This design comes from an exercise in tuning for small area, a short achievable clock period and few clock cycles per item on the open sky130 flow, not from production work.
At most, simulation tests tie the RTL to the original design; equivalence was not proved.
For run 4, only the layout was checked, not whether the RTL still works.
Power is estimated from default activity; no workload was simulated.

### flow/design.v
package dmod_pkg;
  localparam int RAW_W = 16;
  localparam int VAL_W = 14;
  localparam int RC_W  = 3;
  localparam logic [VAL_W-1:0] NOT_READY = 14'd9999;
  localparam logic [RAW_W-1:0] FAULT_ZERO  = 16'd0;
  localparam logic [RAW_W-1:0] FAULT_LOW   = 16'd20;
  localparam logic [RAW_W-1:0] FAULT_HIGH  = 16'd8190;
  localparam logic [RAW_W-1:0] FAULT_RANGE = 16'd9999;
  localparam logic [VAL_W-1:0] ACCEPT_MIN_RST  = 14'd30;
  localparam logic [VAL_W-1:0] ACCEPT_MAX_RST  = 14'd2000;
  localparam logic [VAL_W-1:0] STOP_DIST_RST   = 14'd200;
  localparam logic [RC_W-1:0]  READY_COUNT_RST = 3'd3;
  typedef enum logic [1:0] {
    CFG_ACCEPT_MIN  = 2'd0,
    CFG_ACCEPT_MAX  = 2'd1,
    CFG_STOP_DIST   = 2'd2,
    CFG_READY_COUNT = 2'd3
  } cfg_idx_t;
  typedef struct packed {
    logic [RAW_W-1:0] left_raw;
    logic [RAW_W-1:0] right_raw;
  } dmod_in_t;
  typedef struct packed {
    logic [VAL_W-1:0] left_median;
    logic [VAL_W-1:0] right_median;
    logic             obstacle;
    logic             obstacle_changed;
  } dmod_out_t;
  typedef struct packed {
    logic [VAL_W-1:0] median;
    logic             ready;
  } side_res_t;
endpackage
import dmod_pkg::*;
module dmod_ring #(
  parameter int WINDOW = 7,
  localparam int CNT_W = $clog2(WINDOW + 1)
) (
  input  logic                                   clk,
  input  logic                                   rst_n,
  input  logic                                   load,
  input  logic [dmod_pkg::RAW_W-1:0]             raw,
  input  logic [dmod_pkg::VAL_W-1:0]             accept_min,
  input  logic [dmod_pkg::VAL_W-1:0]             accept_max,
  input  logic                                   apply,
  output logic [WINDOW-1:0][dmod_pkg::VAL_W-1:0] ring_n,
  output logic [WINDOW-1:0][CNT_W-1:0]           rel,
  output logic [WINDOW-1:0]                      occ
);
  logic [WINDOW-1:0][VAL_W-1:0] val_n_r;
  logic [WINDOW-1:0][CNT_W-1:0] rel_r, rel_nxt;
  logic [WINDOW-1:0]            occ_r;
  logic [CNT_W-1:0]             neg_mid;
  logic [1:0]                   below_lo, below_hi;
  logic                         full, mid_up, drop, up, down, ua, ub, push;
  logic [VAL_W-1:0]  x_n_r;
  logic              sane_r;       
  logic [WINDOW-2:0] cmp_win_r;    
  logic              cmp_prev_r;   
  logic              shift_r;      
  logic [WINDOW-2:0] cmp_win, lt_x;
  logic              cmp_prev, below_min, not_above;
  for (genvar g = 0; g < WINDOW - 1; g++) begin : g_cmp
    dmod_lt u_lt (.na(val_n_r[g]), .b(raw[VAL_W-1:0]), .lt(cmp_win[g]));
  end
  dmod_lt u_prev (.na(x_n_r), .b(raw[VAL_W-1:0]), .lt(cmp_prev));
  always_ff @(posedge clk) begin
    if (load) begin
      x_n_r      <= ~raw[VAL_W-1:0];
      sane_r     <= (raw != FAULT_ZERO) && (raw != FAULT_LOW) &&
                    (raw != FAULT_HIGH) && (raw != FAULT_RANGE) &&
                    (raw[RAW_W-1:VAL_W] == '0);
      cmp_win_r  <= cmp_win;
      cmp_prev_r <= cmp_prev;
      shift_r    <= push;
    end
  end
  dmod_lt u_below (.na(x_n_r), .b(accept_min), .lt(below_min));
  dmod_lt #(.OR_EQUAL(1)) u_not_above (.na(x_n_r), .b(accept_max), .lt(not_above));
  assign push = apply && sane_r && !below_min && not_above;
  always_comb begin
    for (int i = 0; i < WINDOW - 1; i++) begin
      if (shift_r) begin
        lt_x[i] = (i == 0) ? cmp_prev_r : cmp_win_r[i-1];
      end else begin
        lt_x[i] = cmp_win_r[i];
      end
      lt_x[i] = lt_x[i] && occ_r[i];
    end
  end
  always_comb begin
    full = occ_r[WINDOW-1];
    if (occ_r[4])      neg_mid = 3'd5;
    else if (occ_r[2]) neg_mid = 3'd6;
    else if (occ_r[0]) neg_mid = 3'd7;
    else               neg_mid = 3'd0;
    mid_up = (occ_r[0] && !occ_r[1]) || (occ_r[2] && !occ_r[3]) ||
             (occ_r[4] && !occ_r[5]);
    below_lo = 2'(lt_x[0]) + 2'(lt_x[1]) + 2'(lt_x[2]);
    below_hi = 2'(lt_x[3]) + 2'(lt_x[4]) + 2'(lt_x[5]);
    rel_nxt[0] = CNT_W'(below_lo) + CNT_W'(below_hi) + neg_mid;
    for (int i = 0; i < WINDOW - 1; i++) begin
      drop = 1'b0;
      for (int k = 0; k < CNT_W; k++) begin
        ua = rel_r[WINDOW-1][k] ^ (k == CNT_W - 1);
        ub = rel_r[i][k] ^ (k == CNT_W - 1);
        drop = (~ua & ub) | ((~ua | ub) & drop);
      end
      drop = drop && full;
      up   = !lt_x[i] && !drop && !mid_up;
      down = lt_x[i] && (drop || mid_up);
      rel_nxt[i+1][0] = rel_r[i][0] ^ (up || down);
      rel_nxt[i+1][1] = rel_r[i][1] ^ ((up && rel_r[i][0]) || (down && !rel_r[i][0]));
      rel_nxt[i+1][2] = rel_r[i][2] ^ ((up && rel_r[i][1] && rel_r[i][0]) ||
                                       (down && !rel_r[i][1] && !rel_r[i][0]));
    end
  end
  always_ff @(posedge clk) begin
    if (!rst_n) begin
      occ_r <= '0;
    end else if (push) begin
      occ_r <= {occ_r[WINDOW-2:0], 1'b1};
    end
  end
  always_ff @(posedge clk) begin
    if (push) begin
      val_n_r <= {val_n_r[WINDOW-2:0], x_n_r};
      rel_r <= rel_nxt;
    end
  end
  assign ring_n = val_n_r;
  assign rel  = rel_r;
  assign occ  = occ_r;
endmodule
import dmod_pkg::*;
module dmod_select #(
  parameter int WINDOW = 7,
  localparam int CNT_W = $clog2(WINDOW + 1),
  localparam int CMP_W = (CNT_W > dmod_pkg::RC_W) ? CNT_W : dmod_pkg::RC_W
) (
  input  logic [WINDOW-1:0][dmod_pkg::VAL_W-1:0] ring_n,
  input  logic [WINDOW-1:0][CNT_W-1:0]           rel,
  input  logic [WINDOW-1:0]                      occ,
  input  logic [dmod_pkg::RC_W-1:0]              ready_count,
  output logic [dmod_pkg::VAL_W-1:0]             picked_n,
  output dmod_pkg::side_res_t                    res
);
  logic ready;
  always_comb begin
    picked_n = '0;
    for (int i = 0; i < WINDOW; i++) begin
      picked_n = picked_n | ({VAL_W{occ[i] && (rel[i] == '0)}} & ring_n[i]);
    end
    ready = occ[0];
    for (int k = 2; k <= WINDOW; k++) begin
      if (CMP_W'(ready_count) == CMP_W'(k)) begin
        ready = occ[k-1];
      end
    end
    res.ready  = ready;
    res.median = ready ? ~picked_n : NOT_READY;
  end
endmodule
module dmod_lt #(
  parameter int W = dmod_pkg::VAL_W,
  parameter bit OR_EQUAL = 1'b0
) (
  input  logic [W-1:0] na,
  input  logic [W-1:0] b,
  output logic         lt
);
  always_comb begin
    lt = OR_EQUAL;
    for (int i = 0; i < W; i++) begin
      lt = (na[i] & b[i]) | ((na[i] | b[i]) & lt);
    end
  end
endmodule
import dmod_pkg::*;
module dual_median_obstacle_detector_unit #(
  parameter int WINDOW = 7
) (
  input  logic                               clk,
  input  logic                               rst_n,
  input  logic                               in_valid,
  output logic                               in_stall,
  input  logic [31:0]                        in_data,
  output logic                               out_valid,
  input  logic                               out_stall,
  output logic [29:0]                        out_data,
  input  logic                               cfg_we,
  input  logic [1:0]                         cfg_index,
  input  logic [dmod_pkg::VAL_W-1:0]         cfg_wdata
);
  dmod_pkg::dmod_in_t in_s;
  assign in_s = in_data;
  localparam int CNT_W = $clog2(WINDOW + 1);
  logic [VAL_W-1:0] accept_min_r, accept_max_r, stop_dist_r;
  logic [RC_W-1:0]  ready_count_r;
  always_ff @(posedge clk) begin
    if (!rst_n) begin
      accept_min_r  <= ACCEPT_MIN_RST;
      accept_max_r  <= ACCEPT_MAX_RST;
      stop_dist_r   <= STOP_DIST_RST;
      ready_count_r <= READY_COUNT_RST;
    end else if (cfg_we) begin
      unique case (cfg_index)
        CFG_ACCEPT_MIN:  accept_min_r  <= cfg_wdata;
        CFG_ACCEPT_MAX:  accept_max_r  <= cfg_wdata;
        CFG_STOP_DIST:   stop_dist_r   <= cfg_wdata;
        CFG_READY_COUNT: ready_count_r <= cfg_wdata[RC_W-1:0];
        default:         accept_min_r  <= accept_min_r;
      endcase
    end
  end
  logic             in_stall_r;
  logic             a_valid_r;
  logic             in_accept;
  logic             pend_r;       
  logic             skid_valid_r;
  logic             out_valid_r;
  logic             obstacle_r;   
  logic             go, apply, capture, head_free;
  logic             a_valid_nxt, pend_nxt, skid_valid_nxt, out_valid_nxt;
  assign in_accept = in_valid && !in_stall_r;
  assign go        = !pend_r || !skid_valid_r;
  assign apply     = a_valid_r && go;
  assign capture   = pend_r && !skid_valid_r;
  assign head_free = !out_valid_r || !out_stall;
  always_comb begin
    a_valid_nxt    = in_accept || (a_valid_r && !go);
    pend_nxt       = apply || (pend_r && skid_valid_r);
    skid_valid_nxt = (skid_valid_r || capture) && !head_free;
    out_valid_nxt  = head_free ? (skid_valid_r || capture) : out_valid_r;
  end
  always_ff @(posedge clk) begin
    if (!rst_n) begin
      in_stall_r   <= 1'b0;
      a_valid_r    <= 1'b0;
      pend_r       <= 1'b0;
      skid_valid_r <= 1'b0;
      out_valid_r  <= 1'b0;
    end else begin
      in_stall_r   <= a_valid_nxt && pend_nxt && skid_valid_nxt;
      a_valid_r    <= a_valid_nxt;
      pend_r       <= pend_nxt;
      skid_valid_r <= skid_valid_nxt;
      out_valid_r  <= out_valid_nxt;
    end
  end
  logic [WINDOW-1:0][VAL_W-1:0] left_ring_n, right_ring_n;
  logic [WINDOW-1:0][CNT_W-1:0] left_rel, right_rel;
  logic [WINDOW-1:0]            left_occ, right_occ;
  logic [VAL_W-1:0]             left_picked_n, right_picked_n;
  dmod_pkg::side_res_t          left_res, right_res;
  dmod_ring #(.WINDOW(WINDOW)) u_left_ring (
    .clk        (clk),
    .rst_n      (rst_n),
    .load       (!in_stall_r),
    .raw        (in_s.left_raw),
    .accept_min (accept_min_r),
    .accept_max (accept_max_r),
    .apply      (apply),
    .ring_n     (left_ring_n),
    .rel        (left_rel),
    .occ        (left_occ)
  );
  dmod_ring #(.WINDOW(WINDOW)) u_right_ring (
    .clk        (clk),
    .rst_n      (rst_n),
    .load       (!in_stall_r),
    .raw        (in_s.right_raw),
    .accept_min (accept_min_r),
    .accept_max (accept_max_r),
    .apply      (apply),
    .ring_n     (right_ring_n),
    .rel        (right_rel),
    .occ        (right_occ)
  );
  dmod_select #(.WINDOW(WINDOW)) u_left_sel (
    .ring_n      (left_ring_n),
    .rel         (left_rel),
    .occ         (left_occ),
    .ready_count (ready_count_r),
    .picked_n    (left_picked_n),
    .res         (left_res)
  );
  dmod_select #(.WINDOW(WINDOW)) u_right_sel (
    .ring_n      (right_ring_n),
    .rel         (right_rel),
    .occ         (right_occ),
    .ready_count (ready_count_r),
    .picked_n    (right_picked_n),
    .res         (right_res)
  );
  logic                obstacle_nxt;
  logic                left_near, right_near;
  dmod_lt u_left_near  (.na(left_picked_n),  .b(stop_dist_r), .lt(left_near));
  dmod_lt u_right_near (.na(right_picked_n), .b(stop_dist_r), .lt(right_near));
  dmod_pkg::dmod_out_t res_nxt, skid_r, out_data_r;
  always_comb begin
    obstacle_nxt = (left_res.ready && left_near) ||
                   (right_res.ready && right_near);
    res_nxt.left_median      = left_res.median;
    res_nxt.right_median     = right_res.median;
    res_nxt.obstacle         = obstacle_nxt;
    res_nxt.obstacle_changed = obstacle_r;
  end
  always_ff @(posedge clk) begin
    if (!rst_n) begin
      obstacle_r <= 1'b0;
    end else if (capture) begin
      obstacle_r <= obstacle_nxt;
    end
  end
  always_ff @(posedge clk) begin
    if (!skid_valid_r) begin
      skid_r <= res_nxt;
    end
  end
  always_ff @(posedge clk) begin
    if (head_free) begin
      out_data_r <= skid_valid_r ? skid_r : res_nxt;
    end
  end
  assign in_stall  = in_stall_r;
  assign out_valid = out_valid_r;
  assign out_data  = {out_data_r[29:1], out_data_r.obstacle ^ out_data_r.obstacle_changed};
endmodule
### flow/flow/run.sh
#!/bin/bash
# The standard layout with the port buffers made from buf_2 cells instead of
# the default delay buffers, and timing repair aimed 5.3 ns below the
# clock period. make's output goes to standard.log; each step's
# tool log is under orfs/logs/.
set -euo pipefail
bash standard.sh "BUFFER_PORTS_ARGS=-buffer_cell sky130_fd_sc_hd__buf_2" SETUP_SLACK_MARGIN=5.3 finish > standard.log 2>&1
### flow/standard.sh
#!/bin/bash
# synth_recipe.tcl (not shown) runs the flow's synth.tcl, then flattens the netlist and writes it again
# the make line also repeats each setting of config.mk as NAME=value (left out here)
make -C /OpenROAD-flow-scripts/flow DESIGN_CONFIG=/design/flow/config.mk WORK_HOME=/design/flow/orfs CLKGATE_MAP_FILE= SYNTH_SCRIPT=/design/flow/synth_recipe.tcl "${@:-finish}"
### flow/config.mk
export PLATFORM = sky130hd
export DESIGN_NAME = dual_median_obstacle_detector_unit
export DESIGN_NICKNAME = dual_median_obstacle_detector_unit
export VERILOG_FILES = /design/flow/design.v
export SDC_FILE = /design/flow/constraint.sdc
export NUM_CORES = 4
export LEC_CHECK = 0
export CAP_MARGIN = 20
export CORE_MARGIN = 2
export CORE_UTILIZATION = 55
export CTS_BUF_LIST = sky130_fd_sc_hd__clkbuf_8
export CTS_CLUSTER_DIAMETER = 60
export CTS_CLUSTER_SIZE = 14
export SLEW_MARGIN = 20
export SYNTH_HIERARCHICAL = 1
### flow/constraint.sdc
create_clock -name core_clock -period 8.0 [get_ports {clk}]
set_input_delay 1.6000 -clock core_clock [delete_from_list [all_inputs] [get_ports {clk}]]
set_output_delay 1.6000 -clock core_clock [all_outputs]
set_load 0.01 [all_outputs]
==> results of run 1 <==
==> Yosys cell counts, types with 8 or more instances <==
master	instances	share of area (%)
sky130_fd_sc_hd__clkbuf_1	12	0.22
sky130_fd_sc_hd__nor4b_4	10	1.2
sky130_fd_sc_hd__mux2_2	42	2.3
sky130_fd_sc_hd__mux2i_1	34	1.7
sky130_fd_sc_hd__a22oi_1	98	3.6
sky130_fd_sc_hd__a21oi_2	18	0.77
sky130_fd_sc_hd__and3_1	12	0.37
sky130_fd_sc_hd__nor3_1	58	1.4
sky130_fd_sc_hd__edfxtp_1	314	46
sky130_fd_sc_hd__o211a_1	12	0.59
sky130_fd_sc_hd__buf_4	35	1.3
sky130_fd_sc_hd__fa_1	8	0.79
sky130_fd_sc_hd__o21ai_1	36	0.88
sky130_fd_sc_hd__dfxtp_1	95	9.3
sky130_fd_sc_hd__o31ai_1	38	1.4
sky130_fd_sc_hd__a222oi_1	50	2.5
sky130_fd_sc_hd__a21boi_0	33	1.2
sky130_fd_sc_hd__xnor2_1	36	1.5
sky130_fd_sc_hd__nand4_1	22	0.68
sky130_fd_sc_hd__a221oi_2	18	1.3
sky130_fd_sc_hd__inv_1	63	1.2
sky130_fd_sc_hd__a21oi_1	65	1.6
sky130_fd_sc_hd__o22ai_1	42	1.3
sky130_fd_sc_hd__a31oi_1	18	0.55
sky130_fd_sc_hd__nor2b_1	44	1.4
sky130_fd_sc_hd__a21boi_1	11	0.41
sky130_fd_sc_hd__buf_2	23	0.57
sky130_fd_sc_hd__o211ai_1	20	0.74
sky130_fd_sc_hd__nor2_1	77	1.4
sky130_fd_sc_hd__nand3_1	97	2.4
sky130_fd_sc_hd__o221ai_1	30	1.3
sky130_fd_sc_hd__and2_1	19	0.58
sky130_fd_sc_hd__o21ai_0	47	1.2
sky130_fd_sc_hd__nand2_1	199	3.7
==> per-module statistics from Yosys, one instance, submodules excluded, a selection <==
module	flops+latches	copies in the design	cells inside
dual_median_obstacle_detector_unit	111	1	345
dmod_lt	0	18	30
==> power by group <==
part	leakage (uW)	internal [uW]	switching, uW	total (uW)
Combinational	0.00388	91.1	153	244
Sequential	0.00371	2300	45.8	2350
Clock	0.000457	547	743	1290
Total	0.00805	2940	942	3880
==> registers in the layout, indices dropped and copies added, names as in the netlist, 3 cells and up <==
name                    count
accept_max_r               14
u_right_ring.cmp_win_r      6
ready_count_r               3
u_right_ring.x_n_r         14
skid_r                     30
u_left_ring.x_n_r          14
accept_min_r               14
u_right_ring.val_n_r       98
u_right_ring.occ_r          7
u_left_ring.cmp_win_r       6
u_left_ring.occ_r           7
stop_dist_r                14
out_data_r                 30
u_left_ring.val_n_r        98
u_right_ring.rel_r         21
u_left_ring.rel_r          21
==> area by class of cell <==
class | count | area share, %
Timing Repair Buffer | 155 | 5.46
Sequential cell | 409 | 49.8
Clock inverter | 26 | 0.676
Clock buffer | 44 | 2.66
Multi-Input combinational cell | 1248 | 37.7
Tap cell | 468 | 2.57
Inverter | 65 | 1.10
==> worst max-delay path by stage <==
stage | startpoint | to | slack [ps] | cells past startpoint
after global routing | u_right_ring.shift_r | u_right_ring.rel_r[1] | 4850 | 9
final | u_right_ring.shift_r | u_right_ring.rel_r[1] | 4940 | 9
after global placement | u_right_ring.x_n_r[5] | u_right_ring.val_n_r[53] | 4630 | 6
after detailed placement | u_right_ring.x_n_r[8] | u_right_ring.val_n_r[53] | 4610 | 5
after CTS | u_right_ring.shift_r | u_right_ring.rel_r[1] | 4990 | 9
after floorplan | u_left_ring.shift_r | u_left_ring.rel_r[1] | 5030 | 10
==> per-layer routing <==
layer,vias up,part of all wire [%],GRT usage (%)
met5,-,0,0
met3,70,8.5,5.34
li1,7298,-,-
met1,7614,45,43.9
met4,0,1.7,7.27
met2,672,44,43.3
==> logic make-up (layout without fill, tap and decap cells) <==
family	count (synthesis)	in the layout	share of synthesized area [%]
DFF	409	409	55.6
adders and majority gates	10	10	0.897
xor gates and xnor gates	43	43	1.85
buffers and inverters	138	290	3.39
AOI/OAI and AO/OA	549	549	19.9
and+or+nand+nor	564	568	14.2
muxes	78	78	4.21
==> metrics by stage <==
| step | area [um2] | util, % | cells | power, uW | setup WS, ps |
|---|---|---|---|---|---|
| 2_1_floorplan | 20400 | - | 1791 | 2520 | 5030 |
| 3_3_place_gp | 21000 | 57.6 | 2276 | 2620 | 4630 |
| 3_5_place_dp | 21000 | 57.6 | 2276 | 2620 | 4610 |
| 4_1_cts | 22500 | 61.7 | 2397 | 3900 | 4990 |
| 5_1_grt | 22800 | 62.3 | 2415 | 4010 | 4850 |
| 6_report | 22800 | 62.3 | 2415 | 3880 | 4940 |
==> timing repair <==
item / CTS / global route
setup endpoints to repair: 208 / 160
gates resized for setup: 33 / 22
setup buffers: 46 / 17
cloned: 5 / 1
pin swaps: 26 / 24
==> summary.txt, run 1 <==
The global route total overflow is 0. The nature of the critical path endpoint is a register. The final hold violation count came to 0.

The global-route usage over all layers came out at 29.0%. The number of antenna violations at the first check in global routing came to 1. The largest individual stage delay along the critical path comes from the cell sky130_fd_sc_hd__fa_2. The initial core utilization is 55.8%. The worst register-to-register path has a setup slack of 4940 ps. The final critical-path required period came out at 3060 ps. The start point of the worst hold path is skid_r[16]. The CTS sink count came out at 409. The worst max-slew margin expressed relative to the limit is 22.0%. The clock tree root buffer cell is sky130_fd_sc_hd__clkbuf_8. The worst register-to-register path ends at u_right_ring.rel_r[1]. For this block, the initial DRC count from the detailed router was 1836. The number of warnings issued by yosys came out at 11. The clock edge transition at the registers on the reported setup and hold paths is 80 ps. The number of cell rows is 70.

The largest fanout of any net on the critical path is 4. The multi-input combinational cell area is 0.00858 mm2. The slew at the pin closest to its max-slew limit came out at 1170 ps. Grouping stages by cell kind, the critical path spends the most delay in adder cells. The synthesized netlist cell count is 1791. TritonCTS built the clock tree. Of the cells placed in the final design, the portion with a size suffix greater than 1 is 18.4%. The run finished with no timing, DRC or antenna violations.

The count of state elements after synthesis is 409. The max-cap violation count is 0. Counting the fill cells in the layout gives 2957.

The data arrival time at the worst-slack endpoint came out at 3430 ps. The number of H-tree levels is 2. The wire length per cell after detailed routing came out at 23.0 um.

The share of synthesized flip-flops with an asynchronous set or reset is 0%. The cell area that synthesis handed to floorplanning was 0.0204 mm2. Counting stages on the worst path, the most repeated cell is sky130_fd_sc_hd__inv_2.

Routability-driven placement finished with a final weighted congestion of 0.899. Counting both buffers and inverters, the worst setup path holds a total of 3. The core region is 0.0365 mm2. The first global-routing pass estimated 87.6 mm of wire. The post-synthesis sequential area ratio came out at 55.6%. Timing would allow up to 327 MHz. The worst-skew pair later-pin latency came out at 610 ps. Leaving out fill and tap cells, the most frequent cell in the layout is sky130_fd_sc_hd__edfxtp_1. The remaining design rule violation count came out at 0. In this run the power density over the cells is 170 mW/mm2. For this design the static power due to leakage is 0.00805 uW. The maximum count of clock buffers along a single path is 3.

The worst path required time is 8370 ps. The maximum cell stage delay along the critical path came out at 550 ps. The worst register-to-register path begins at u_right_ring.shift_r. The via count of the first global-routing pass came to 15.0k. The post-synthesis cell type count came out at 57.

The path with the worst hold slack has its endpoint at skid_r[16]. The flip-flop and latch area is 0.0113 mm2. The number of antenna cells inserted came out at 0. The final number of max-transition violations came out at 0. The number of enable-type register cells in the synthesized netlist came out at 314. Between clock sinks in the finished design, the worst skew comes to 25.4 ps.

The largest net degree at the start of global routing is 74. The number of cells on the worst reg-to-reg path is 9. The worst vdd rail ir drop is 0.159 mV.

The number of setup violations in the final report came out at 0. Leaving out fill and tap cells, the most frequent cells in the layout are sky130_fd_sc_hd__edfxtp_1 (314), sky130_fd_sc_hd__nand2_1 (194), sky130_fd_sc_hd__a22oi_1 (96). Setup repair after global routing could not meet its margin everywhere.

The overall die area came out at 0.0386 mm2. For the final routed database, the setup TNS stands at 0 ps. The die extent in x came out at 196 um. The cell depth of the worst hold path came out at 1. The area growth from synthesis to layout is 11.8%. The worst min-delay path category is register to register.

The most used flip-flop cell after synthesis is sky130_fd_sc_hd__edfxtp_1. From bottom edge to top edge, the die measures 196 um. The total number of nets in the final design came out at 1978. The per-cell via count in the routed design is 6.48.

The post-synth net total came out at 1852. The share of the clock period used by the worst path after layout is 38.3%. The number of CTS-inserted buffers came out at 38. The number of hold buffers added after cts is 0. The average size of a mapped cell is 11.4 um2. The via count of the routed design came out at 15.7k.

The class of the most critical setup path is register to register. Traced cell by cell, the critical path runs through mux2_4 > nand2_4 > fa_1 > inv_2 > fa_1 > inv_2 > fa_2 > fa_2 > inv_2. The count of nets left with antenna violations after detail routing is 0. The first-pass iteration count of the detailed router came out at 9.

The I/O pin total came out at 85. The launching element type of the critical path is a register. The minimum hold slack is 476 ps. Wires add up to 55.5 mm. The number of buffers added on ports came out at 84. The total half-perimeter wirelength after legalization and detailed placement is 36.7 mm.
Testbench counts, summed over its fixed seeds: cycles 16,024, items 16,000.
==> inputs of run 2 (changes only) <==
==> flow/flow/run.sh (replaced) <==
#!/bin/bash
# The standard layout with the port buffers made from buf_2 cells instead of
# the default delay buffers, and timing repair aimed 5.8 ns below the
# clock period. make's output goes to standard.log; each step's
# tool log is under orfs/logs/.
set -euo pipefail
bash standard.sh "BUFFER_PORTS_ARGS=-buffer_cell sky130_fd_sc_hd__buf_2" SETUP_SLACK_MARGIN=5.8 finish > standard.log 2>&1
==> summary.txt, run 2 <==
The number of antenna cells inserted is 0. The total placed cells including tap cells is 2277. In this run the vertical extent of the chip is 196 um. The worst path required time came out at 8370 ps.

The placement-stage worst setup slack is 4490 ps. The flip-flop and latch area came out at 0.0114 mm2. The floorplan step set the die width to 196 um.

The number of hold buffers added after CTS was 0. The most numerous cell in the Yosys netlist is sky130_fd_sc_hd__edfxtp_1. The worst min-delay path category is register to register. The count of nets left with antenna violations after detail routing came out at 0. The initial core utilization is 55.8%. The most numerous cell type found on the critical path is sky130_fd_sc_hd__inv_1.

The count of state elements after synthesis came out at 409. Wires add up to 62.1 mm. The number of setup violations in the final report is 0. STA classifies the critical path startpoint as a register. The slew at the pin closest to its max-slew limit is 932 ps. The I/O pin total is 85. The post-synthesis sequential area ratio came out at 55.6%. The global route total overflow came out at 0.

Setup repair after global routing could not meet its margin everywhere. The final critical-path required period came out at 3060 ps. Counting every instance in the synthesized netlist gives 1791. For this run, the number of Yosys warnings is 11. For this run, the leading register cell type out of synthesis is sky130_fd_sc_hd__edfxtp_1. The worst clock skew is 20.6 ps.

Sorting the synthesized cells by how often they occur yields sky130_fd_sc_hd__edfxtp_1 (314), sky130_fd_sc_hd__nand2_1 (199), sky130_fd_sc_hd__a22oi_1 (98). The relative area change from synthesis to final layout came out at 26.4%. The number of H-tree levels came out at 2. The remaining design rule violation count came out at 0. In the layout the commonest cells are sky130_fd_sc_hd__edfxtp_1 (314), sky130_fd_sc_hd__nand2_1 (188), sky130_fd_sc_hd__buf_4 (147). The via count of the first global-routing pass came to 15.4k. The root buffer cell chosen for the clock tree is sky130_fd_sc_hd__clkbuf_8. Fill cells in the final layout number 2665. The first-pass GRT wire length is 92.8 mm. Using the TritonRoute via totals, the vias-per-cell ratio works out to 6.56.

The number of CTS-inserted buffers came out at 37. For this run, the slowest stage of the critical path takes 560 ps. The net switching share of the total power came out at 24.1%. Walking the worst path, the cells encountered are mux2_4 > nand2_4 > fa_1 > inv_1 > fa_1 > inv_1 > fa_2 > fa_2 > inv_1. The critical path is of the register to register type. The data arrival time at the worst-slack endpoint is 3430 ps. The worst-case IR drop observed on VDD is 0.116 mV. The final weighted congestion in routability-driven placement came out at 0.879. The cell internal power dissipation came out at 3030 uW.

The post-synth net total is 1852. The slack of the critical path is 4940 ps. The largest fanout of any net on the critical path is 3. The CTS sink count came out at 409. The maximum count of clock buffers along a single path came out at 3. Ranked by total cell area, the synthesized netlist is headed by sky130_fd_sc_hd__edfxtp_1 (46%), sky130_fd_sc_hd__dfxtp_1 (9.3%), sky130_fd_sc_hd__nand2_1 (3.7%). The share of the clock period used by the worst path after layout came out at 38.2%. The count of buffering cells on the critical path with inverters included is 3. The DRC marker count from the first detailed-route iteration came out at 2297. The number of antenna violations at the first check in global routing came to 0. The total half-perimeter wirelength after legalization and detailed placement came out at 37.0 mm. The leading cell type in the layout, fill and taps excluded is sky130_fd_sc_hd__edfxtp_1. The worst setup path is captured at a register. Headroom to the max-slew limit came out at 37.8%. The number of cell rows is 70. The kind of cell adding the most delay to the critical path is adder cells. The clock reaches the later pin of the worst-skew pair after 620 ps. Summed over all cells, the static leakage comes to 0.00943 uW. The net switching power came out at 964 uW. The first-pass iteration count of the detailed router is 9. The power per standard cell area came out at 155 mW/mm2.

The clock group share of total power came out at 32.8%. After synthesis, the share of flip-flops with an asynchronous set or reset is 0%. The global-route usage over all layers came out at 31.2%.

The multi-input combinational cells in the finished layout cover a total of 0.00925 mm2. The tool flagged a number of max-cap violations equal to 0. Of the cells placed in the final design, the portion with a size suffix greater than 1 is 30.2%. TritonCTS built the clock tree. The routed layout has 16.9k vias.

The top-area cell type share of the netlist area is 46.3%. The cell type with the largest total area after synthesis is sky130_fd_sc_hd__edfxtp_1. Dividing the detail-routed wire length by the instance count gives 24.1 um. The final layout contains 2144 nets. The overall die area is 0.0386 mm2.

Registers are responsible for 58.6% of the overall power. The post-synthesis cell type count is 57. The largest registers in the layout are u_left_ring.val_n_r x98, u_right_ring.val_n_r x98. The flow ran to the end and the layout has no timing, DRC or antenna violations.

The cell area after synthesis came out at 0.0204 mm2. For this run, the top clock speed supported by timing is 327 MHz. The slowest stage of the critical path belongs to the cell sky130_fd_sc_hd__fa_2. The number of enable-type register cells in the synthesized netlist came out at 314. The number of non-filler instances in the completed layout came out at 2577. The number of buffers added on ports came out at 84. The final number of max-transition violations was 0. The setup TNS is 0 ps. The average size of a mapped cell came out at 11.4 um2. The largest net degree at the start of global routing is 65. The combinational power share is 8.6%. The total area inside the core boundary comes to 0.0365 mm2. The clock edge transition at the registers on the reported setup and hold paths is 90 ps. The final hold violation count is 0.
## run 2: changes by cell type in the layout (fill, tap and decap cells not counted), moves of 13 or more
cell	previous run	this run
sky130_fd_sc_hd__a22oi_2	2	15
sky130_fd_sc_hd__buf_12	14	32
sky130_fd_sc_hd__a22oi_1	96	83
sky130_fd_sc_hd__buf_6	6	34
sky130_fd_sc_hd__o21ai_1	36	20
sky130_fd_sc_hd__buf_16	2	28
sky130_fd_sc_hd__o21ai_2	0	20
sky130_fd_sc_hd__nor2b_2	2	18
sky130_fd_sc_hd__buf_2	80	56
sky130_fd_sc_hd__nor2b_1	42	26
sky130_fd_sc_hd__buf_4	50	147
## run 2: kinds of logic after synthesis
| group | count (synthesis) | share of synthesized area, % |
|---|---|---|
| simple gates | 564 | 14.2 |
| flops | 409 | 55.6 |
| mux | 78 | 4.21 |
| compound gates | 549 | 19.9 |
| fa+ha+maj | 10 | 0.897 |
| buf+inv | 138 | 3.39 |
| xor+xnor | 43 | 1.85 |
## run 2: worst paths after layout
path / depth (start not counted) / start / endpoint / slack (ps)
min: 1 / skid_r[29] / skid_r[29] / 480
max reg2reg: 9 / u_right_ring.shift_r / u_right_ring.rel_r[1] / 4940
min reg2reg: 1 / skid_r[29] / skid_r[29] / 480
max: 9 / u_right_ring.shift_r / u_right_ring.rel_r[1] / 4940
## run 2: layer usage
metal / track usage, % / vias up / part of all wire, %
li1: - / 7663 / -
met1: 47.9 / 8300 / 44
met2: 44.9 / 845 / 44
met3: 6.79 / 106 / 10
met4: 7.66 / 0 / 2.0
met5: 0 / - / 0
## run 2: repair_timing
item / 4_1_cts / 5_1_grt
pin swaps: 64 / 75
cloned: 29 / 12
setup buffers: 138 / 56
gates resized for setup: 182 / 128
setup endpoints to repair: 402 / 310
## run 2: modules after synthesis, one instance, submodules excluded, excerpt
module,times used,cells inside,cell area (um2)
dmod_lt,18,30,185
dual_median_obstacle_detector_unit,1,345,3990
## run 2: worst register-to-register path: stages, from the launching register on
cell,delay [ps]
sky130_fd_sc_hd__edfxtp_1,470
sky130_fd_sc_hd__mux2_4,250
sky130_fd_sc_hd__nand2_4,50
sky130_fd_sc_hd__fa_1,520
sky130_fd_sc_hd__inv_1,50
sky130_fd_sc_hd__fa_1,470
sky130_fd_sc_hd__inv_1,50
sky130_fd_sc_hd__fa_2,350
sky130_fd_sc_hd__fa_2,560
sky130_fd_sc_hd__inv_1,50
## run 2: through the flow
step | power (uW) | cell area (um2) | hold slack [ps] | utilization [%]
2_1_floorplan | 2520 | 20600 | 444 | -
3_3_place_gp | 2620 | 21100 | 453 | 57.9
3_5_place_dp | 2630 | 21100 | 459 | 57.9
4_1_cts | 3960 | 24500 | 483 | 67.0
5_1_grt | 4120 | 25800 | 498 | 70.5
6_report | 4000 | 25800 | 480 | 70.5
## run 2: power groups by stage
stage,clock network (uW),logic (uW),registers [uW]
2_1_floorplan,0,145,2380
3_3_place_gp,0,231,2390
3_5_place_dp,0,234,2390
4_1_cts,1330,301,2340
5_1_grt,1400,369,2350
6_report,1310,345,2340
## run 2: final cells by class
type | instances | share of cell area (%)
multi-input cells | 1254 | 35.9
repair buffers | 316 | 13.8
well taps | 468 | 2.27
clock inverters | 27 | 0.845
inverters | 65 | 0.971
clock buffers | 38 | 2.03
flip-flops and latches | 409 | 44.1
==> inputs of run 3 (changes only) <==
==> flow/run.sh (new file) <==
#!/bin/bash
# synth_recipe.tcl (not shown) runs the flow's synth.tcl, then flattens the netlist and writes it again
# the make line also repeats each setting of config.mk as NAME=value (left out here)
make -C /OpenROAD-flow-scripts/flow DESIGN_CONFIG=/design/flow/config.mk WORK_HOME=/design/flow/orfs CLKGATE_MAP_FILE= SYNTH_SCRIPT=/design/flow/synth_recipe.tcl finish
--- a/flow/config.mk
+++ b/flow/config.mk
@@ -11,5 +11,6 @@
 export CTS_BUF_LIST = sky130_fd_sc_hd__clkbuf_8
 export CTS_CLUSTER_DIAMETER = 60
 export CTS_CLUSTER_SIZE = 14
+export SETUP_SLACK_MARGIN = 5
 export SLEW_MARGIN = 20
 export SYNTH_HIERARCHICAL = 1
removed: flow/flow/run.sh
removed: flow/standard.sh
==> summary.txt, run 3 <==
The flow ran to the end and the layout has no timing, DRC or antenna violations. The worst path required time is 8360 ps. The CTS tree is built. The share of synthesized flip-flops with an asynchronous set or reset is 0%. The via count of the first global-routing pass came out at 14.5k. In the final layout, the registers with the most flip-flops are u_left_ring.val_n_r x98, u_right_ring.val_n_r x98. The number of cell rows is 70. The fill cell total of the finished layout is 2957. Input and output buffers added on the ports amount to 84. The synthesized design contains 314 enable-type register cells. After detailed routing, the number of vias per cell comes to 6.58. The main flop type after synthesis is sky130_fd_sc_hd__edfxtp_1. The largest net degree at the start of global routing came out at 89. The height of the chip is 196 um. The library cells used most frequently in the layout, excluding fill and tap cells, are sky130_fd_sc_hd__edfxtp_1 (314), sky130_fd_sc_hd__nand2_1 (193), sky130_fd_sc_hd__a22oi_1 (96). The wire length per cell after detailed routing came out at 23.0 um. Setup violations remaining at the end of the flow were counted as 0. 85 I/O pins were placed. The setup TNS is 0 ps. CTS saw 409 sinks. The worst vdd rail ir drop came out at 0.163 mV. The worst min-delay path category is register to register. The DRC marker count from the first detailed-route iteration came out at 1740. The total placed cells including tap cells is 2278.

The cell type with the largest total area after synthesis is sky130_fd_sc_hd__edfxtp_1. The worst-case reg-to-reg path depth came out at 9. By area the synthesized netlist is led by sky130_fd_sc_hd__edfxtp_1 (46%), sky130_fd_sc_hd__dfxtp_1 (9.3%), sky130_fd_sc_hd__nand2_1 (3.7%).

Leaving out fill and tap cells, the most frequent cell in the layout is sky130_fd_sc_hd__edfxtp_1. The final weighted congestion in routability-driven placement came out at 0.891. The global route total overflow came out at 0. The count of state elements after synthesis is 409. The via count of the routed design came out at 15.8k. The count of nets left with antenna violations after detail routing came out at 0. The clock tree root buffer cell is sky130_fd_sc_hd__clkbuf_8. The leakage power total is 0.00803 uW. The post-synthesis cell type count came out at 57. The ratio of cells with drive above 1 in the final layout is 12.6%. Following the worst setup path forward leads to its endpoint at u_left_ring.rel_r[1]. The worst setup path is launched from a register. The synthesized netlist cell count is 1791. The number of nets handed over by synthesis was 1852. The number of CTS-inserted buffers is 38. The number of antenna violations at the first check in global routing is 0. The worst setup path is captured at a register.

After the flow finishes, the layout carries non-filler instances totaling 2394. The met3 wire length came out at 5.38 mm. The slew at the pin closest to its max-slew limit is 1060 ps.

Routed signal wires occupy layers up through met4. The critical path starts at u_left_ring.shift_r. The total number of nets in the final design is 1960.

The largest fanout of any net on the critical path is 4. The H-tree was split into 2 levels. The first-pass GRT wire length came out at 85.0 mm. The top cell type by area accounts for 46.3% of the synthesized area. The number of antenna cells inserted is 0. The worst register-to-register path begins at u_left_ring.shift_r. The most common cell in the synthesized netlist is sky130_fd_sc_hd__edfxtp_1. Measured against its own limit, the worst slew margin works out to 29.1%. For the worst-skew pair, the clock arrives at the later sink with an insertion delay of 630 ps. The power per standard cell area came out at 174 mW/mm2. Dividing the synthesized area by the synthesized cell count gives 11.4 um2.

The cell area after synthesis is 0.0204 mm2. The worst clock skew came out at 29.8 ps. The global-route usage over all layers came out at 28.2%. The slack of the worst reg-to-reg path came out at 4970 ps. Setup repair after global routing could not meet its margin everywhere. The wire length on met1 is 24.5 mm. Max-cap violations in this run came to 0. The standard cell core area came out at 0.0365 mm2. After detailed routing, the number of remaining DRC violations is 0. The final hold violation count is 0. The share of the clock period used by the worst path after layout is 37.9%. The total half-perimeter wirelength after legalization and detailed placement came out at 36.9 mm.

The final wirelength is 55.0 mm. The overall die area is 0.0386 mm2. The flip-flop and latch area is 0.0113 mm2.

For this run, the detailed router's first-pass iteration total came to 9. The worst hold path begins at skid_r[19]. The share of the Yosys chip area taken by registers is 55.6%. The worst register-to-register path ends at u_left_ring.rel_r[1]. The maximum count of clock buffers along a single path is 3. The number of warnings issued by yosys came out at 11.

The clock period could shrink to 3030 ps. For this run, the top clock speed supported by timing is 330 MHz. From left edge to right edge, the die measures 196 um. The data arrival time at the worst-slack endpoint came out at 3400 ps. The clock edge transition at the registers on the reported setup and hold paths is 90 ps.

The initial core utilization is 55.8%. The commonest cells after synthesis are sky130_fd_sc_hd__edfxtp_1 (314), sky130_fd_sc_hd__nand2_1 (199), sky130_fd_sc_hd__a22oi_1 (98). The sum of met2 wire segment lengths after detailed routing is 24.0 mm. The multi-input combinational cells in the finished layout cover a total of 0.00857 mm2.

The class of the most critical setup path is register to register. The relative area change from synthesis to final layout came out at 12.5%. The final number of max-transition violations is 0.
-- run 3: critical path, stage by stage (launching register included) --
cell                       delay [ps]
sky130_fd_sc_hd__edfxtp_1         480
sky130_fd_sc_hd__mux2_4           250
sky130_fd_sc_hd__nand2_4           50
sky130_fd_sc_hd__fa_1             510
sky130_fd_sc_hd__inv_1             50
sky130_fd_sc_hd__fa_1             480
sky130_fd_sc_hd__inv_1             50
sky130_fd_sc_hd__fa_2             350
sky130_fd_sc_hd__fa_2             530
sky130_fd_sc_hd__inv_1             30
-- run 3: cells by family after synthesis --
| kind of cell | count (synthesis) | synth area share [%] |
|---|---|---|
| mux | 78 | 4.21 |
| flops | 409 | 55.6 |
| simple gates | 564 | 14.2 |
| xor+xnor | 43 | 1.85 |
| fa+ha+maj | 10 | 0.897 |
| buf+inv | 138 | 3.39 |
| compound gates | 549 | 19.9 |
-- run 3: routing by layer --
metal / vias to the layer above / GRT usage (%)
met1: 7644 / 43.6
li1: 7261 / -
met5: - / 0
met4: 0 / 6.85
met2: 773 / 41.8
met3: 83 / 4.24
-- run 3: layout make-up --
cell class	instances	area share [%]
inverters	65	1.09
well taps	468	2.55
clock inverters	23	0.922
multi-input cells	1248	37.4
flip-flops and latches	409	49.4
repair buffers	137	6.00
clock buffers	44	2.64
-- run 3: what timing repair did --
action | CTS | global route
cloned | 1 | 3
setup buffers | 32 | 11
hold buffers | 0 | 0
pin swaps | 15 | 11
hold endpoints to repair | 0 | 0
resized for setup | 55 | 28
setup endpoints to repair | 194 | 173
-- run 3: worst min path at each step --
stage / endpoint / slack, ps / cells after the start
after CTS: skid_r[19] / 480 / 1
after detailed placement: skid_r[15] / 460 / 1
final: skid_r[19] / 480 / 1
after global placement: skid_r[16] / 450 / 1
after floorplan: skid_r[19] / 450 / 1
after global routing: skid_r[24] / 500 / 1
-- run 3: Yosys stat by module (local to each module, per instance), excerpt --
module | cells | times used
dmod_lt | 30 | 18
dual_median_obstacle_detector_unit | 345 | 1
-- run 3: where the power goes --
part	leakage, uW	switching (uW)	internal (uW)	total, uW
Combinational	0.00385	148	102	250
Clock	0.000472	736	641	1380
Sequential	0.00371	49.3	2300	2350
-- run 3: metrics by stage --
step                hold WS, ps  util (%)  cell area (um2)  power, uW  worst slack, ps
floorplan                   446         -            20400       2520             5030
global placement            454      58.9            21500       2640             4130
detailed placement          461      58.9            21500       2640             4130
CTS                         482      62.1            22700       4000             4960
global route                502      62.8            22900       4110             4890
finish                      478      62.8            22900       3980             4970
==> inputs of run 4 (changes only) <==
--- a/flow/design.v
+++ b/flow/design.v
@@ -56,10 +56,9 @@
   logic                         full, mid_up, drop, up, down, ua, ub, push;
   logic [VAL_W-1:0]  x_n_r;
   logic              sane_r;       
-  logic [WINDOW-2:0] cmp_win_r;    
-  logic              cmp_prev_r;   
-  logic              shift_r;      
-  logic [WINDOW-2:0] cmp_win, lt_x;
+  logic [WINDOW-2:0] lt_r;         
+  logic [WINDOW-2:0] cmp_win, lt_nxt, lt_x;
+  logic [WINDOW-1:0] occ_at_apply;
   logic              cmp_prev, below_min, not_above;
   for (genvar g = 0; g < WINDOW - 1; g++) begin : g_cmp
     dmod_lt u_lt (.na(val_n_r[g]), .b(raw[VAL_W-1:0]), .lt(cmp_win[g]));
@@ -71,23 +70,23 @@
       sane_r     <= (raw != FAULT_ZERO) && (raw != FAULT_LOW) &&
                     (raw != FAULT_HIGH) && (raw != FAULT_RANGE) &&
                     (raw[RAW_W-1:VAL_W] == '0);
-      cmp_win_r  <= cmp_win;
-      cmp_prev_r <= cmp_prev;
-      shift_r    <= push;
+      lt_r       <= lt_nxt;
     end
   end
   dmod_lt u_below (.na(x_n_r), .b(accept_min), .lt(below_min));
   dmod_lt #(.OR_EQUAL(1)) u_not_above (.na(x_n_r), .b(accept_max), .lt(not_above));
   assign push = apply && sane_r && !below_min && not_above;
   always_comb begin
+    occ_at_apply = push ? {occ_r[WINDOW-2:0], 1'b1} : occ_r;
     for (int i = 0; i < WINDOW - 1; i++) begin
-      if (shift_r) begin
-        lt_x[i] = (i == 0) ? cmp_prev_r : cmp_win_r[i-1];
+      if (push) begin
+        lt_nxt[i] = (i == 0) ? cmp_prev : cmp_win[i-1];
       end else begin
-        lt_x[i] = cmp_win_r[i];
+        lt_nxt[i] = cmp_win[i];
       end
-      lt_x[i] = lt_x[i] && occ_r[i];
+      lt_nxt[i] = lt_nxt[i] && occ_at_apply[i];
     end
+    lt_x = lt_r;
   end
   always_comb begin
     full = occ_r[WINDOW-1];
==> flow/flow/run.sh (new file) <==
#!/bin/bash
# The standard layout with the port buffers made from buf_2 cells instead of
# the default delay buffers. make's output goes to standard.log; each step's
# tool log is under orfs/logs/.
set -euo pipefail
bash standard.sh "BUFFER_PORTS_ARGS=-buffer_cell sky130_fd_sc_hd__buf_2" finish > standard.log 2>&1
==> flow/standard.sh (new file) <==
#!/bin/bash
# synth_recipe.tcl (not shown) runs the flow's synth.tcl, then flattens the netlist and writes it again
# the make line also repeats each setting of config.mk as NAME=value (left out here)
make -C /OpenROAD-flow-scripts/flow DESIGN_CONFIG=/design/flow/config.mk WORK_HOME=/design/flow/orfs CLKGATE_MAP_FILE= SYNTH_SCRIPT=/design/flow/synth_recipe.tcl "${@:-finish}"
removed: flow/run.sh
==> summary.txt, run 4 <==
The number of nets handed over by synthesis was 1872. The worst hold path begins at skid_r[16]. STA puts the critical path data required time at 8350 ps. After the last flow step, the layout net total stands at 1963. Counting cells, the worst reg-to-reg path comes to 10. By count the netlist is led by sky130_fd_sc_hd__edfxtp_1 (310), sky130_fd_sc_hd__nand2_1 (227), sky130_fd_sc_hd__nand3_1 (109). The first-pass GRT wire length came out at 85.5 mm. Measured against its own limit, the worst slew margin works out to 25.3%. Setup violations remaining at the end of the flow were counted as 0.

The slack of the worst reg-to-reg path is 5040 ps. The clock tree root buffer cell is sky130_fd_sc_hd__clkbuf_8. The cell depth of the worst hold path came out at 1. The number of cell rows came out at 70. The height of the chip is 196 um.

The number of CTS-inserted buffers came out at 39. The final number of max-transition violations is 0. The most common cell in the synthesized netlist is sky130_fd_sc_hd__edfxtp_1.

The average size of a mapped cell is 11.2 um2. The clock edge transition at the registers on the reported setup and hold paths came out at 100 ps. The largest net degree at the start of global routing is 91. The first-pass iteration count of the detailed router is 10.

The via count of the first global-routing pass came out at 14.5k. The flow ran to the end and the layout has no timing, DRC or antenna violations. After detailed routing, the number of remaining DRC violations is 0. The share of the core filled with cells in the final layout came out at 60.9%. The post-synthesis cell type count came out at 58. Broken down by cell family, the worst path's largest delay share belongs to compound AO/OA/AOI/OAI gates.

The via count of the routed design is 15.6k. The cell area after synthesis came out at 0.0203 mm2. The number of hold buffers added after cts came out at 0. The leakage power total is 0.00738 uW. The I/O pin total came out at 85. The main flop type after synthesis is sky130_fd_sc_hd__edfxtp_1.

The top cell types in the final layout, fill and taps aside, are sky130_fd_sc_hd__edfxtp_1 (310), sky130_fd_sc_hd__nand2_1 (227), sky130_fd_sc_hd__nand3_1 (105). STA classifies the critical path startpoint as a register. The largest registers in the layout are u_left_ring.val_n_r x98, u_right_ring.val_n_r x98. The global-route usage over all layers came out at 28.3%.

The worst reg2reg path endpoint is out_data_r[1]. The total half-perimeter wirelength after legalization and detailed placement came out at 37.0 mm. STA classifies the critical path endpoint as a register. The number of antenna cells inserted came out at 0.

The overall power after layout is 3880 uW. Synthesis inferred 405 register bits. The final weighted congestion in routability-driven placement is 0.859. The final wirelength is 54.6 mm. The setup TNS is 0 ps. Compared with the post-synthesis result, the final layout area differs by 9.58%. The worst register-to-register path begins at u_left_ring.occ_r[6].

For this design, the slowest cell found on the critical path is sky130_fd_sc_hd__a222oi_1. The count of nets left with antenna violations after detail routing is 0. The standard cell core area is 0.0364 mm2. The worst clock skew is 19.9 ps.

The worst vdd rail ir drop is 0.142 mV. After detailed placement, the design holds a cell count of 2296. The number of buffers added on ports came out at 84. The share of the clock period used by the worst path after layout came out at 37.0%. The count of buffering cells on the critical path with inverters included is 2. For this run, the number of Yosys warnings is 11. For this run, asynchronously set or reset flops after synthesis account for 0%. For hold timing, the worst endpoint is skid_r[16]. The final hold violation count is 0.

The maximum cell stage delay along the critical path came out at 380 ps. Summed over all instances, the cell type with the most area after synthesis is sky130_fd_sc_hd__edfxtp_1. The wire length per cell after detailed routing came out at 22.7 um. Sorting the synthesized cells by area gives the leading types as sky130_fd_sc_hd__edfxtp_1 (46%), sky130_fd_sc_hd__dfxtp_1 (9.4%), sky130_fd_sc_hd__nand2_1 (4.2%). Traced cell by cell, the critical path runs through buf_4 > nor4b_2 > buf_4 > a222oi_1 > nand3_1 > a222oi_1 > nor2b_1 > a21oi_2 > a22o_1 > mux2_2. The number of non-filler instances in the completed layout came out at 2401. The die extent in x came out at 196 um. Synthesis produced 1811 cells.

The worst-skew pair later-pin latency is 600 ps. The tree built by TritonCTS fans out to 405 sinks. The initial core utilization came out at 55.6%. For this run, the register share of the synthesized area comes to 55.4%. The number of antenna violations at the first check in global routing is 0.

The highest clock rate is 338 MHz. The leading cell type in the layout, fill and taps excluded is sky130_fd_sc_hd__edfxtp_1. The power per standard cell area is 175 mW/mm2.

Using the TritonRoute via totals, the vias-per-cell ratio works out to 6.50. The data arrival time at the worst-slack endpoint came out at 3310 ps. Setup repair after global routing could not meet its margin everywhere. The floorplan step defined a die boundary enclosing 0.0384 mm2. The number of enable-type register cells in the synthesized netlist came out at 310. The global route total overflow is 0.

For the pin with the worst max-slew slack, the measured transition is 1120 ps. TritonCTS built the clock tree. The DRC marker count from the first detailed-route iteration is 1692.

The top-area cell type share of the netlist area came out at 46.0%. The worst min-delay path category is register to register. The maximum count of clock buffers along a single path is 3. The largest fanout of any net on the critical path is 15. The number of H-tree levels came out at 2. The class of the most critical setup path is register to register.

The final critical-path required period came out at 2960 ps. The ratio of cells with drive above 1 in the final layout came out at 15.1%. Across the run, the number of max-cap violations was 0.
run 4: worst max-delay path by stage:
stage | startpoint | end | cells after the start
after floorplan | u_left_ring.x_n_r[8] | u_left_ring.lt_r[0] | 7
after global placement | skid_valid_r | u_right_ring.lt_r[4] | 6
after detailed placement | skid_valid_r | u_right_ring.lt_r[2] | 6
after CTS | u_right_ring.rel_r[10] | out_data_r[1] | 9
after global routing | u_left_ring.occ_r[6] | out_data_r[1] | 11
final | u_left_ring.occ_r[6] | out_data_r[1] | 10
run 4: Yosys stat by module (local to each module, per instance), a selection:
| module | times used | cells | flops+latches | cell area, um2 |
|---|---|---|---|---|
| dmod_lt | 18 | 30 | 0 | 185 |
| dual_median_obstacle_detector_unit | 1 | 345 | 111 | 3990 |
run 4: layout make-up:
type | count | area, um2
Fill cell | 3004 | 14200
Multi-Input combinational cell | 1264 | 8380
Tap cell | 468 | 586
Inverter | 67 | 274
Timing Repair Buffer | 125 | 946
Clock inverter | 30 | 214
Clock buffer | 42 | 578
Sequential cell | 405 | 11200
run 4: kinds of logic (layout without fill, tap and decap cells):
| group | count (synthesis) | in the layout | share of synthesized area, % |
|---|---|---|---|
| AND/OR/NAND/NOR | 578 | 578 | 14.4 |
| AO/OA/AOI/OAI | 573 | 573 | 20.7 |
| flip-flops | 405 | 405 | 55.4 |
| buffers and inverters | 142 | 264 | 3.48 |
| multiplexers | 62 | 62 | 3.37 |
| XOR/XNOR | 41 | 41 | 1.77 |
| adder cells (fa/ha/maj) | 10 | 10 | 0.902 |
run 4: through the flow:
stage | cell area (um2) | setup WS (ps) | hold WS, ps
after global placement | 20900 | 4100 | 459
after global routing | 22200 | 4850 | 499
after detailed placement | 20900 | 3920 | 459
after floorplan | 20300 | 5230 | 446
after CTS | 21900 | 5000 | 487
final | 22200 | 5040 | 482
run 4: routing by layer:
layer	wire [um]	vias to the layer above	GRT usage, %
met3	4450	79	4.99
met1	25100	7606	43.5
met2	24000	652	42.2
met4	976	0	6.00
li1	-	7262	-
met5	0	-	0
run 4: power by group:
group	internal (uW)	total [uW]	switching (uW)	leakage, uW
registers	2270	2310	43.1	0.00368
clock network	570	1330	762	0.000459
logic	84.6	233	148	0.00324
total	2920	3880	954	0.00738
run 4: timing repair:
| action | in CTS | in global routing |
|---|---|---|
| gates cloned | 0 | 1 |
| buffers inserted | 18 | 13 |
| pin swaps | 9 | 6 |
| endpoints found under the setup margin | 218 | 131 |
| resized for setup | 10 | 7 |

[what the ideal ports hide]
In the flow no input, the clock included, has a driving cell. The finished layouts below were timed again as built, in two steps. Step 1, drivers: a clkbuf_16 drives clk and a buf_2 each remaining input, both assumed. Step 2 also shifts input and output timing later by t, the mid clock arrival at the registers, as if the neighbouring blocks saw the same clock. a / b / c = ideal / step 1 / step 2; a / b = the first two.
run | t, ns | setup WS [ns] | clock arrival spread, ns | slew at the worst register clock pin (ns) | worst slew at a driven data input, ns
run 1 | 0.651 | 4.938 / 4.938 / 4.787 | 0.026 / 0.026 | 0.10 / 0.10 | 0.04
run 2 | 0.663 | 4.942 / 4.942 / 4.903 | 0.021 / 0.021 | 0.10 / 0.10 | 0.18
run 3 | 0.662 | 4.969 / 4.969 / 4.419 | 0.032 / 0.032 | 0.10 / 0.10 | 0.04
run 4 | 0.641 | 5.039 / 5.039 / 4.663 | 0.020 / 0.020 | 0.10 / 0.10 | 0.04
After both steps setup and hold are still met in every run listed. For run 3, which loses most, drivers alone change the setup slack by 0.000 ns; drivers and shift together by -0.550 ns.
